This is an optimization exercise on Yosys and OpenROAD, whose aim is small area, a short achievable clock period and few clock cycles per item, not a production implementation. Function was checked by simulation only, so behaviour that the tests miss may differ from the original. Power is estimated from default activity; no workload was simulated.

===== flow/run.sh =====
#!/bin/bash
# synth_recipe.tcl (not shown) runs the flow's synth.tcl, then flattens the netlist and writes it again
# the make line also repeats each setting of config.mk as NAME=value (left out here)
make -C /OpenROAD-flow-scripts/flow DESIGN_CONFIG=/design/flow/config.mk WORK_HOME=/design/flow/orfs CLKGATE_MAP_FILE= SYNTH_SCRIPT=/design/flow/synth_recipe.tcl finish

===== flow/config.mk =====
export PLATFORM = sky130hd
export DESIGN_NAME = occupancy_grid_rect_fill
export DESIGN_NICKNAME = occupancy_grid_rect_fill
export VERILOG_FILES = /design/flow/design.v
export SDC_FILE = /design/flow/constraint.sdc
export NUM_CORES = 8
export LEC_CHECK = 0
export CAP_MARGIN = 20
export CORE_MARGIN = 2
export CORE_UTILIZATION = 40
export SLEW_MARGIN = 20
export SYNTH_MEMORY_MAX_BITS = 8192

===== flow/design.v =====
package ogrf_pkg;
  localparam int MAX_ROWS = 64;
  localparam int MAX_COLS = 64;
  localparam int ROW_AW   = (MAX_ROWS > 1) ? $clog2(MAX_ROWS) : 1;
  localparam int COL_AW   = (MAX_COLS > 1) ? $clog2(MAX_COLS) : 1;
  localparam int FUNC_W  = 2;
  localparam int COORD_W = 6;
  localparam int CELL_W  = 2;
  localparam int SIZE_W  = 7;
  localparam int CFG_IW  = 2;
  localparam logic [FUNC_W-1:0] FUNC_CLEAR = 2'd0;
  localparam logic [FUNC_W-1:0] FUNC_MARK  = 2'd1;
  localparam logic [FUNC_W-1:0] FUNC_READ  = 2'd2;
  localparam logic [CELL_W-1:0] CELL_FREE     = 2'd0;
  localparam logic [CELL_W-1:0] CELL_OBSTACLE = 2'd1;
  localparam logic [CELL_W-1:0] CELL_STATION  = 2'd2;
  localparam logic [CFG_IW-1:0] CFG_ROWS    = 2'd0;
  localparam logic [CFG_IW-1:0] CFG_COLS    = 2'd1;
  localparam logic [CFG_IW-1:0] CFG_STN_ROW = 2'd2;
  localparam logic [CFG_IW-1:0] CFG_STN_COL = 2'd3;
  localparam int RES_W = 4;
  localparam int QDEPTH = 8;
  localparam int QCNT_W = $clog2(QDEPTH + 1);
endpackage
import ogrf_pkg::*;
module ogrf_ctrl
(
  input  logic                      clk,
  input  logic                      rst_n,
  input  logic                      in_valid,
  output logic                      in_ready,
  output logic                      out_valid,
  input  logic                      out_ready,
  output logic [ogrf_pkg::RES_W-1:0] out_res,
  input  logic                      split_next,   
  input  logic                      res_valid,    
  input  logic [ogrf_pkg::RES_W-1:0] res_data
);
  logic [QCNT_W-1:0] outst_r, outst_nxt;    
  logic [QCNT_W-1:0] qcnt_r, qcnt_nxt;      
  logic [RES_W-1:0]  q_r [QDEPTH];          
  logic              ready_r;
  logic              valid_r;
  logic              acc, pop;
  assign in_ready  = ready_r;
  assign out_valid = valid_r;
  assign out_res   = q_r[0];
  assign acc = in_valid && ready_r;
  assign pop = valid_r && out_ready;
  always_comb begin
    outst_nxt = outst_r;
    if (acc && !pop) outst_nxt = outst_r + 1'b1;
    if (!acc && pop) outst_nxt = outst_r - 1'b1;
    qcnt_nxt = qcnt_r;
    if (res_valid && !pop) qcnt_nxt = qcnt_r + 1'b1;
    if (!res_valid && pop) qcnt_nxt = qcnt_r - 1'b1;
  end
  always_ff @(posedge clk) begin
    if (!rst_n) begin
      outst_r <= '0;
      qcnt_r  <= '0;
      ready_r <= 1'b1;
      valid_r <= 1'b0;
    end else begin
      outst_r <= outst_nxt;
      qcnt_r  <= qcnt_nxt;
      ready_r <= (int'(outst_nxt) < QDEPTH) && !split_next;
      valid_r <= (qcnt_nxt != '0);
    end
  end
  always_ff @(posedge clk) begin
    for (int i = 0; i < QDEPTH; i++) begin
      if (pop) begin
        if (i + 1 < QDEPTH) q_r[i] <= q_r[i + 1];
        if (res_valid && (int'(qcnt_r) == i + 1)) q_r[i] <= res_data;
      end else begin
        if (res_valid && (int'(qcnt_r) == i)) q_r[i] <= res_data;
      end
    end
  end
endmodule
import ogrf_pkg::*;
module ogrf_dp
(
  input  logic               clk,
  input  logic               rst_n,
  input  logic               cfg_we,
  input  logic [ogrf_pkg::CFG_IW-1:0]  cfg_index,
  input  logic [ogrf_pkg::SIZE_W-1:0]  cfg_wdata,
  input  logic               in_valid,
  input  logic               in_ready,
  input  logic [ogrf_pkg::FUNC_W-1:0]  func,
  input  logic [ogrf_pkg::COORD_W-1:0] row_low,
  input  logic [ogrf_pkg::COORD_W-1:0] col_low,
  input  logic [ogrf_pkg::COORD_W-1:0] row_high,
  input  logic [ogrf_pkg::COORD_W-1:0] col_high,
  output logic               split_next,
  output logic               res_valid,
  output logic [ogrf_pkg::RES_W-1:0]   res_data
);
  logic [SIZE_W-1:0]  rows_r, cols_r;
  logic [COORD_W-1:0] stn_row_r, stn_col_r;
  always_ff @(posedge clk) begin
    if (!rst_n) begin
      rows_r    <= SIZE_W'(64);
      cols_r    <= SIZE_W'(64);
      stn_row_r <= '0;
      stn_col_r <= '0;
    end else if (cfg_we) begin
      unique case (cfg_index)
        CFG_ROWS:    rows_r    <= cfg_wdata;
        CFG_COLS:    cols_r    <= cfg_wdata;
        CFG_STN_ROW: stn_row_r <= cfg_wdata[COORD_W-1:0];
        CFG_STN_COL: stn_col_r <= cfg_wdata[COORD_W-1:0];
        default: begin
        end
      endcase
    end
  end
  logic               v1;
  logic [FUNC_W-1:0]  f1;
  logic [COORD_W-1:0] rl1, cl1, rh1, ch1;
  logic               split_r;    
  always_ff @(posedge clk) begin
    if (!rst_n) begin
      v1 <= 1'b0;
    end else if (in_ready) begin
      v1 <= in_valid;
    end else if (!split_r) begin
      v1 <= 1'b0;
    end
  end
  always_ff @(posedge clk) begin
    if (in_ready) begin
      f1  <= func;
      rl1 <= row_low;
      cl1 <= col_low;
      rh1 <= row_high;
      ch1 <= col_high;
    end
  end
  logic                rl_ok, rh_ok, cl_ok, ch_ok;
  logic                is_mark, is_read, is_clear;
  logic                mark_oor, read_oor, mark_go, read_go;
  logic [MAX_ROWS-1:0] row_in, row_sel, stn_row_sel;
  logic [MAX_COLS-1:0] col_in, stn_col_sel;
  logic                stn_hit, stn_at_read, split;
  assign rl_ok = ({1'b0, rl1} < rows_r);
  assign rh_ok = ({1'b0, rh1} < rows_r);
  assign cl_ok = ({1'b0, cl1} < cols_r);
  assign ch_ok = ({1'b0, ch1} < cols_r);
  assign is_mark  = v1 && (f1 == FUNC_MARK);
  assign is_read  = v1 && (f1 == FUNC_READ);
  assign is_clear = v1 && (f1 == FUNC_CLEAR);
  assign mark_oor = !(rl_ok && rh_ok && cl_ok && ch_ok);
  assign read_oor = !(rl_ok && cl_ok);
  assign mark_go  = is_mark && !mark_oor;
  assign read_go  = is_read && !read_oor;
  always_comb begin
    for (int r = 0; r < MAX_ROWS; r++) begin
      row_in[r]      = (r >= int'(rl1)) && (r <= int'(rh1));
      row_sel[r]     = (r == int'(rl1));
      stn_row_sel[r] = (r == int'(stn_row_r));
    end
    for (int c = 0; c < MAX_COLS; c++) begin
      col_in[c]      = (c >= int'(cl1)) && (c <= int'(ch1));
      stn_col_sel[c] = (c == int'(stn_col_r));
    end
  end
  assign stn_hit     = row_in[stn_row_r] && col_in[stn_col_r];
  assign stn_at_read = (rl1 == stn_row_r) && (cl1 == stn_col_r);
  assign split       = mark_go && stn_hit;
  assign split_next  = split && !split_r;
  logic [MAX_ROWS-1:0] row_m_r;     
  logic [MAX_COLS-1:0] col_m_r;     
  logic                keep_r;      
  logic [MAX_ROWS-1:0] rsel_r;      
  logic                v2;
  logic [COL_AW-1:0]   c2;
  logic                oor2, ref2, stn2, need2;
  always_ff @(posedge clk) begin
    if (!rst_n) begin
      row_m_r <= '0;
      keep_r  <= 1'b0;
      split_r <= 1'b0;
      v2      <= 1'b0;
    end else if (split_r) begin
      row_m_r <= stn_row_sel;
      col_m_r <= col_m_r & ~stn_col_sel;
      keep_r  <= 1'b1;
      split_r <= 1'b0;
      v2      <= 1'b0;
    end else begin
      row_m_r <= mark_go ? (row_in & ~(stn_hit ? stn_row_sel : '0)) : '0;
      col_m_r <= col_in;
      keep_r  <= !is_clear;
      split_r <= split;
      v2      <= v1;
    end
  end
  always_ff @(posedge clk) begin
    if (!split_r) begin
      rsel_r <= row_sel;
      c2     <= COL_AW'(cl1);
      oor2   <= (is_mark && mark_oor) || (is_read && read_oor);
      ref2   <= split;
      stn2   <= read_go && stn_at_read;
      need2  <= read_go && !stn_at_read;
    end
  end
  logic [MAX_COLS-1:0] grid_r [MAX_ROWS];
  for (genvar r = 0; r < MAX_ROWS; r++) begin : g_row
    always_ff @(posedge clk) begin
      grid_r[r] <= (grid_r[r] & {MAX_COLS{keep_r}}) |
                   (col_m_r & {MAX_COLS{row_m_r[r]}});
    end
  end
  logic [MAX_COLS-1:0] row_data;
  logic [MAX_COLS-1:0] rd3;
  logic                v3;
  logic [COL_AW-1:0]   c3;
  logic                oor3, ref3, stn3, need3;
  always_comb begin
    row_data = '0;
    for (int r = 0; r < MAX_ROWS; r++) begin
      row_data = row_data | (grid_r[r] & {MAX_COLS{rsel_r[r]}});
    end
  end
  always_ff @(posedge clk) begin
    if (!rst_n) begin
      v3 <= 1'b0;
    end else begin
      v3 <= v2;
    end
  end
  always_ff @(posedge clk) begin
    rd3  <= row_data;
    c3   <= c2;
    oor3 <= oor2;
    ref3 <= ref2;
    stn3 <= stn2;
    need3 <= need2;
  end
  logic [CELL_W-1:0] cell_st;
  always_comb begin
    cell_st = CELL_FREE;
    if (stn3) begin
      cell_st = CELL_STATION;
    end else if (need3 && rd3[c3]) begin
      cell_st = CELL_OBSTACLE;
    end
  end
  assign res_valid = v3;
  assign res_data  = {oor3, ref3, cell_st};
endmodule
import ogrf_pkg::*;
module occupancy_grid_rect_fill
(
  input  logic              clk,
  input  logic              rst_n,
  input  logic              cfg_we,
  input  logic [ogrf_pkg::CFG_IW-1:0] cfg_index,
  input  logic [ogrf_pkg::SIZE_W-1:0] cfg_wdata,
  input  logic              in_tvalid,
  output logic              in_tready,
  input  logic [23:0]       in_tdata,    
  input  logic [1:0]        in_tuser,    
  output logic              out_tvalid,
  input  logic              out_tready,
  output logic [7:0]        out_tdata    
);
  logic             split_next;
  logic             res_valid;
  logic [RES_W-1:0] res_data;
  logic [RES_W-1:0] out_res;
  ogrf_ctrl u_ctrl (
    .clk        (clk),
    .rst_n      (rst_n),
    .in_valid   (in_tvalid),
    .in_ready   (in_tready),
    .out_valid  (out_tvalid),
    .out_ready  (out_tready),
    .out_res    (out_res),
    .split_next (split_next),
    .res_valid  (res_valid),
    .res_data   (res_data)
  );
  ogrf_dp u_dp (
    .clk        (clk),
    .rst_n      (rst_n),
    .cfg_we     (cfg_we),
    .cfg_index  (cfg_index),
    .cfg_wdata  (cfg_wdata),
    .in_valid   (in_tvalid),
    .in_ready   (in_tready),
    .func       (in_tuser),
    .row_low    (in_tdata[5:0]),
    .col_low    (in_tdata[11:6]),
    .row_high   (in_tdata[17:12]),
    .col_high   (in_tdata[23:18]),
    .split_next (split_next),
    .res_valid  (res_valid),
    .res_data   (res_data)
  );
  assign out_tdata = {4'b0000, out_res};
endmodule

===== flow/constraint.sdc =====
create_clock -name core_clock -period 8.0 [get_ports {clk}]
set_input_delay 1.6000 -clock core_clock [delete_from_list [all_inputs] [get_ports {clk}]]
set_output_delay 1.6000 -clock core_clock [all_outputs]
set_load 0.01 [all_outputs]

==> metrics.md <==
| Metric | Value |
|---|---|
| Die W | 643 µm |
| H-tree levels | 5 |
| Most frequent cells in the layout | a22o_1 (5122), dfxtp_1 (4232), a221oi_1 (1034) |
| Setup Crit Path Kind | register to register |
| First-pass DRT Iterations | 9 |
| Max rail drop VDD | roughly 0.22 mV |
| Clk slew on worst S/H paths | 0.07 ns |
| Max-Cap Viols | 0 |
| Number of DRC markers in iteration 0 | 32.3k |
| CTS Hold Bufs | 0 |
| Post-route ant nets | 0 |
| Total GRT Usage | a little under 40% |
| Die Height | 643 µm |
| Rows | 234 |
| Clock Skew | slightly below 0.08 ns |
| Pwr Density | 265 nW/µm² |
| Post-Syn Area | 163000 µm² |
| Max Fanout on Critical Path | 18 |
| Post-synth EDFFs | about 170 |
| Syn Inst Count | 14.2k |
| Setup bufs post-CTS | 0 |
| Cell variety after synth | 95 |
| Critical Path RT | 8.83 ns |
| CTS Buf Count | 446 |
| FFs w/ async S/R, synth | 0% |
| RSZ-0062 raised after global routing | false |
| Crit-path max cell delay | 0.83 ns |
| Fraction of layout cells with a size suffix above 1 | 9.59% |
| Syn-to-layout area delta | 11.8% |
| Slew @ Worst Pin | 1.35 ns |
| Clk Latency, worst-skew pair | 1.04 ns |
| Largest net degree at the start of global routing | 221 |
| Cell family with most CP delay | simple AND/OR/NAND/NOR gates |
| Final wirelength | about 840000 µm |
| Primary FF master, synth | dfxtp_1 |
| Sequential-to-total area share from yosys stat | a little under three fifths |
| Final routed DRC violation total | 0 |
| Yosys top cell area share | about 53% |
| Port-buffer cells | 45 |
| Vias in the first global route | 127k |
| GRT overflow | 0 |
| Initial antenna violation count | 91 |
| Status | no timing/DRC/antenna violations |
| CTS max path bufs | 4 |
| Core ar. | just over 400000 µm² |
| Final cycle utilization of the critical path | 56.9% |
| Final Slew Violations | 0 |
| Tmin final | 4.55 ns |
| Critical Path Start Type | register |
| CTS sink cnt | 4471 |
| Lkg Pwr | 68.1 nW |
| Main area contributors after synthesis | dfxtp_1 (53%), a22o_1 (27%), a221oi_1 (5.5%), clkbuf_1 (3.7%), edfxtp_1 (3.2%) |
| Most common cell after layout, fill and taps aside | a22o_1 |
| Arrival time worst endpoint | 5.39 ns |
| Fin Hold WS | 0.333 ns |
| HP Class | register to register |
| Final Power | ~48 mW |
| First-pass GRT wire length | 1130000 µm |
| TritonCTS clock tree | done |
| Total negative setup slack | 0 ns |
| Worst-path cell chain | o211ai_1 > o221ai_1 > a22o_1 > nor4_1 > a41oi_2 > nor3_4 > and2_0 > and3_1 > o32ai_1 |
| Yosys warning total | 4 |
| Final setup violation count | 0 |
| Clock Root Buffer | clkbuf_16 |
| Initial Util | 40.2% |
| CP endpoint kind | register |
| Synth area leader | dfxtp_1 |
| Fmax | 220 MHz |
| Worst rel slew slack | 10.2% |
| Via count | 146k |
| Ports | 50 |
| Die area | 413000 µm² |
| Vias per cell | 7.64 |
| Wire length per cell | between 40 and 50 µm |
| DPL Wire Length | 427000 µm |
| CP max-delay cell | edfxtp_1 |
| Post-CTS sizing | 0 |
| Net count, final | 13.3k |
| Hold Fails Final Rpt | 0 |
| Mean Syn Cell Area | 11.5 µm² |
| Buf/Inv on CP | 0 |
| Final Wtd Congestion | 0.965 |
| FF+latch count, synth | 4471 |
[per-layer routing]
| metal | track usage, % | wire [µm] |
|---|---|---|
| met4 | 26.1 | 65100 |
| met1 | 51.2 | 312000 |
| met3 | 12.6 | 129000 |
| met2 | 53.1 | 338000 |
| met5 | 0.0347 | 407 |
[logic make-up (layout without fill, tap and decap cells)]
family | count (synthesis) | count (layout) | synth area share [%]
AO/OA/AOI/OAI | 6717 | 6717 | 35.4
multiplexers | 64 | 64 | 0.560
AND/OR/NAND/NOR | 943 | 943 | 3.15
XOR/XNOR | 16 | 16 | 0.0858
other | 1 | 74 | 0.00230
adder cells (fa/ha/maj) | 29 | 29 | 0.222
flip-flops | 4471 | 4471 | 55.9
buffers and inverters | 2004 | 1341 | 4.68
[path summary, 6_finish.rpt]
kind / slack, ns / endpoint / cells past startpoint / startpoint
worst min register to register: 0.33 / u_dp.need3$_DFF_P_ / 0 / u_dp.need2$_DFFE_PN_
worst max register to register: 3.45 / u_dp.row_m_r[44]$_SDFF_PN0_ / 9 / u_dp.cl1[0]$_DFFE_PP_
worst min-delay path: 0.33 / u_dp.need3$_DFF_P_ / 0 / u_dp.need2$_DFFE_PN_
worst max-delay path: 3.45 / u_dp.row_m_r[44]$_SDFF_PN0_ / 9 / u_dp.cl1[0]$_DFFE_PP_
[worst register-to-register path, cell delays in order, from the launching register on]
cell and delay, ns:
edfxtp_1 0.83, o211ai_1 0.50, o221ai_1 0.36, a22o_1 0.34, nor4_1 0.56, a41oi_2 0.23, nor3_4 0.48, and2_0 0.69
and3_1 0.27, o32ai_1 0.08
[metrics by stage]
step / cell area, µm² / util (%) / cells / setup slack (ns)
after floorplan: 163000 / - / 14200 / 4.53
after global placement: 167000 / 41.2 / 18200 / 3.57
after detailed placement: 167000 / 41.2 / 18200 / 3.66
after CTS: 182000 / 44.9 / 19000 / 3.80
after global routing: 182000 / 44.9 / 19000 / 3.48
final: 182000 / 44.9 / 19100 / 3.45
[power breakdown]
group          internal [mW]  switching [mW]
clock network           12.3            9.55
logic                  0.643            2.86
registers               22.7           0.330
total                   35.7            12.7
[cell usage after synthesis, types with 9 or more instances]
| master | instances |
|---|---|
| edfxtp_1 | 172 |
| nand3_1 | 46 |
| ha_1 | 29 |
| a22oi_1 | 17 |
| clkbuf_1 | 1608 |
| buf_4 | 12 |
| inv_1 | 26 |
| o31ai_1 | 16 |
| xnor2_1 | 15 |
| or4_1 | 68 |
| nor3_1 | 44 |
| and2_1 | 18 |
| a21oi_1 | 71 |
| mux2_2 | 9 |
| mux4_2 | 21 |
| mux2i_1 | 34 |
| or2_2 | 18 |
| nand4_1 | 279 |
| a221oi_1 | 1034 |
| and3_1 | 20 |
| buf_1 | 304 |
| a211oi_1 | 14 |
| a22o_1 | 5122 |
| nor4_1 | 17 |
| nor2_1 | 178 |
| nand2b_1 | 30 |
| a21o_1 | 18 |
| nor2b_1 | 19 |
| o211ai_1 | 105 |
| or3_1 | 10 |
| a31oi_1 | 19 |
| o22ai_1 | 32 |
| dfxtp_1 | 4299 |
| o21a_1 | 9 |
| o2111ai_1 | 30 |
| buf_2 | 48 |
| o221ai_1 | 17 |
| o21ai_0 | 117 |
| nand2_1 | 158 |
[state kept, by name, indices dropped and copies added, names as in the netlist, 2 cells and up]
name / flops
u_dp.grid_r: 4096
u_dp.col_m_r: 64
u_dp.stn_row_r: 6
u_dp.c2: 6
u_dp.rd3: 64
u_dp.stn_col_r: 6
u_dp.cl1: 6
u_dp.row_m_r: 64
u_ctrl.outst_r: 4
u_ctrl.qcnt_r: 4
u_dp.ch1: 6
u_dp.rows_r: 7
u_ctrl.q_r: 32
u_dp.rh1: 6
u_dp.cols_r: 7
u_dp.c3: 6
u_dp.rsel_r: 64
u_dp.rl1: 6
u_dp.f1: 2
[layout make-up]
cell class	instances	area [µm²]
Fill cell	37200	224000
Sequential cell	4471	91500
Multi-Input combinational cell	7773	64400
Clock buffer	646	13100
Tap cell	5428	6790
Timing Repair Buffer	494	4550
Clock inverter	171	1870
Antenna cell	70	175
Inverter	30	115
Testbench counts, summed over its fixed seeds: cycles 3,254, requests 3,200.

-- port drivers added, routing unchanged --
No port has a modelled driver above. Below, the same layout with a new extraction and two added sets of constraints. Step 1 sets driving cells, clkbuf_16 on the clock port and buf_2 on the other inputs (assumed; they add their load-dependent delay and slew). Step 2 also shifts input and output timing later by t, the mid clock arrival at the registers, as if the neighbouring blocks saw the same clock. a / b / c = no drivers / after step 1 / after step 2; a / b = the first two.
t (ns): 1.141
setup WS [ns]: 3.445 / 3.445 / 3.445
worst setup path after step 2: register to register
worst slew at a driven data input, ns: 0.04
pins driven straight from the clock port: 1
After both steps setup and hold are still met in this run. For this run, drivers alone change the setup slack by 0.000 ns; drivers and shift together by 0.000 ns.
